What follows belongs to an exercise in optimizing a design on an open flow for small area; a production flow would make more cautious choices. Only simulation tests tie the RTL to the original design; equivalence was not proved. Power figures rest on the tool's default switching activity, not on a simulated workload.

==> flow/design.v <==
module ins_mem_responder #(
  parameter int unsigned ADDR_W = 8,
  parameter int unsigned DATA_W = 16,
  parameter int unsigned RD_LAT = 2
) (
  input  logic              clk,
  input  logic              rst,
  input  logic              en_ram_in,
  input  logic [ADDR_W-1:0] addr,
  input  logic              ld_we,
  input  logic [ADDR_W-1:0] ld_addr,
  input  logic [DATA_W-1:0] ld_data,
  output logic [DATA_W-1:0] ins,
  output logic              en_ram_out,
  output logic              busy,
  output logic              ovf
);
  localparam int unsigned Depth = 256;
  logic [1:0]  s_q;
  logic [7:0]  cur_addr_q;
  logic        ovf_q;
  logic [15:0] ins_q;
  logic [15:0] mem [Depth];
  wire st_wait   = ~s_q[1] & s_q[0];
  wire st_resp_p = s_q[1] & s_q[0];
  always_ff @(posedge clk) begin
    if (!rst) begin
      s_q   <= 2'b00;
      ovf_q <= 1'b0;
    end else begin
      s_q[1] <= st_wait;
      s_q[0] <= st_wait ? en_ram_in : (st_resp_p | en_ram_in);
      if (st_resp_p & en_ram_in) ovf_q <= 1'b1;
    end
  end
  always_ff @(posedge clk) begin
    if (!st_resp_p) cur_addr_q <= addr;
  end
  logic [15:0] wlo_n, whi_n;
  logic [Depth-1:0] wen;
  always_comb begin
    for (int i = 0; i < 16; i++) begin
      wlo_n[i] = ~(ld_we && ld_addr[3:0] == 4'(i));
      whi_n[i] = ~(ld_addr[7:4] == 4'(i));
    end
  end
  logic [15:0] rlo_n, rhi_n;
  logic [Depth-1:0] rsel;
  always_comb begin
    for (int i = 0; i < 16; i++) begin
      rlo_n[i] = ~(cur_addr_q[3:0] == 4'(i));
      rhi_n[i] = ~(cur_addr_q[7:4] == 4'(i));
    end
  end
  for (genvar w = 0; w < Depth; w++) begin : g_word
    imr_nor2 u_wen (.a(wlo_n[w % 16]), .b(whi_n[w / 16]), .y(wen[w]));
    imr_nor2 u_rsel (.a(rlo_n[w % 16]), .b(rhi_n[w / 16]), .y(rsel[w]));
  end
  always_ff @(posedge clk) begin
    for (int w = 0; w < Depth; w++) begin
      if (wen[w]) mem[w] <= ld_data;
    end
  end
  logic [15:0] rd;
  for (genvar b = 0; b < 16; b++) begin : g_bit
    logic [85:0] l1;   
    logic [21:0] l2;   
    logic [5:0]  l3;
    logic [1:0]  l4;
    for (genvar k = 0; k < 85; k++) begin : g_l1
      imr_aoi222 u (.a1(rsel[3*k]), .a2(mem[3*k][b]),
                    .b1(rsel[3*k+1]), .b2(mem[3*k+1][b]),
                    .c1(rsel[3*k+2]), .c2(mem[3*k+2][b]), .y(l1[k]));
    end
    imr_nand2 u_l1x (.a(rsel[255]), .b(mem[255][b]), .y(l1[85]));
    for (genvar k = 0; k < 21; k++) begin : g_l2
      imr_nand4 u (.a(l1[4*k]), .b(l1[4*k+1]), .c(l1[4*k+2]), .d(l1[4*k+3]), .y(l2[k]));
    end
    imr_nand2 u_l2x (.a(l1[84]), .b(l1[85]), .y(l2[21]));
    for (genvar k = 0; k < 5; k++) begin : g_l3
      imr_or4 u (.a(l2[4*k]), .b(l2[4*k+1]), .c(l2[4*k+2]), .d(l2[4*k+3]), .y(l3[k]));
    end
    imr_or2 u_l3x (.a(l2[20]), .b(l2[21]), .y(l3[5]));
    for (genvar k = 0; k < 2; k++) begin : g_l4
      imr_or3 u (.a(l3[3*k]), .b(l3[3*k+1]), .c(l3[3*k+2]), .y(l4[k]));
    end
    imr_or2 u_l5 (.a(l4[0]), .b(l4[1]), .y(rd[b]));
  end
  always_ff @(posedge clk) begin
    ins_q <= rd;
  end
  assign ins        = ins_q;
  assign en_ram_out = s_q[1];
  assign busy       = s_q[1] | s_q[0];
  assign ovf        = ovf_q;
endmodule
module imr_nor2 (input logic a, b, output logic y);
  assign y = ~(a | b);
endmodule
module imr_nand2 (input logic a, b, output logic y);
  assign y = ~(a & b);
endmodule
module imr_nand4 (input logic a, b, c, d, output logic y);
  assign y = ~(a & b & c & d);
endmodule
module imr_or2 (input logic a, b, output logic y);
  assign y = a | b;
endmodule
module imr_or3 (input logic a, b, c, output logic y);
  assign y = a | b | c;
endmodule
module imr_or4 (input logic a, b, c, d, output logic y);
  assign y = a | b | c | d;
endmodule
module imr_aoi222 (input logic a1, a2, b1, b2, c1, c2, output logic y);
  assign y = ~((a1 & a2) | (b1 & b2) | (c1 & c2));
endmodule
export LEC_CHECK = 0
export CAP_MARGIN = 15
export CORE_MARGIN = 2
export CORE_UTILIZATION = 75
export CTS_BUF_LIST = sky130_fd_sc_hd__clkbuf_8
export CTS_CLUSTER_DIAMETER = 60
export CTS_CLUSTER_SIZE = 16
export GPL_TIMING_DRIVEN = 0
export SLEW_MARGIN = 15
export SYNTH_HIERARCHICAL = 1
export SYNTH_MEMORY_MAX_BITS = 8192
create_clock -name core_clock -period 6.0 [get_ports {clk}]
standard.sh (not shown) runs the stock make flow with config.mk's settings and CLKGATE_MAP_FILE= SYNTH_SCRIPT=/design/flow/synth_recipe.tcl, a recipe that flattens the netlist after the stock synthesis.
==> flow/flow/run.sh <==
#!/bin/bash
# Standard layout, except that clock tree synthesis inserts no dummy loads.
# Everything else (synthesis, floorplan, placement, routing) is the standard flow's own
# standard.sh. The make output goes to flow_make.log; each ORFS step keeps its
# own log under orfs/logs/.
set -euo pipefail
CTS="-sink_clustering_enable -repair_clock_nets -dont_use_dummy_load"
CTS="$CTS -sink_clustering_size 16 -sink_clustering_max_diameter 60"
CTS="$CTS -buf_list sky130_fd_sc_hd__clkbuf_8"
export CTS_ARGS="$CTS"
bash standard.sh "CTS_ARGS=$CTS" finish > flow_make.log 2>&1
Edit:
==> flow/run.sh (new file) <==
#!/bin/bash
# synth_recipe.tcl (not shown) runs the flow's synth.tcl, then flattens the netlist and writes it again
# the make line also repeats each setting of config.mk as NAME=value (left out here)
make -C /OpenROAD-flow-scripts/flow DESIGN_CONFIG=/design/flow/config.mk WORK_HOME=/design/flow/orfs CLKGATE_MAP_FILE= SYNTH_SCRIPT=/design/flow/synth_recipe.tcl finish
CORE_UTILIZATION = 80   (was 75)
CTS_CLUSTER_SIZE = 15   (was 16)
removed: flow/flow/run.sh
removed: flow/standard.sh
What happened:
- sequential power hardly moves
- global-route usage rose by 2.3 points
- worst hold slack improved by 0.12 ns
- synthesized cell count is unchanged
- fmax shrinks by 4.1%
Edit:
CORE_UTILIZATION = 75   (was 80)
Result: The changed run passed the timing, design-rule and antenna checks; count of clock-buffer cells in the layout decreases by 4; area after synthesis stays the same; routed wire length increases by about 1%; design area stays flat; die area increases by about 6.6%; global-route usage decreases by 2.2 points; setup slack gains 0.29 ns; via count decreases by 1.1%.
Edit:
CAP_MARGIN = 20   (was 15)
CORE_UTILIZATION = 65   (was 75)
SLEW_MARGIN = 20   (was 15)
Outcome: Final cell count came out higher by 4.2%; via count goes down by 1.9%; combinational power is higher by about 3%; area after synthesis does not change.

-- port drivers added, routing unchanged --
How much do the figures lean on ideal ports? The routed layouts below were timed once more, with nothing changed but the port constraints. Step 1, drivers: a clkbuf_16 drives clk and a buf_2 each remaining input, both assumed. Step 2 also shifts input and output timing later by t, the mid clock arrival at the registers, as if the neighbouring blocks saw the same clock. Slacks: ideal ports / drivers / drivers and shift; pairs: ideal ports / drivers.
run | t, ns | setup slack, ns | hold slack, ns | slew at the worst register clock pin (ns)
the first run | 1.176 | 0.513 / 0.513 / 0.513 | 0.295 / 0.261 / 0.485 | 0.11 / 0.11
the second run | 1.174 | 0.279 / 0.279 / 0.279 | 0.412 / 0.372 / 0.506 | 0.11 / 0.11
the third run | 1.182 | 0.574 / 0.574 / 0.574 | 0.315 / 0.273 / 0.474 | 0.11 / 0.11
the fourth run | 1.183 | 0.444 / 0.444 / 0.444 | 0.402 / 0.367 / 0.466 | 0.11 / 0.11
After both steps every run listed still meets setup and hold.
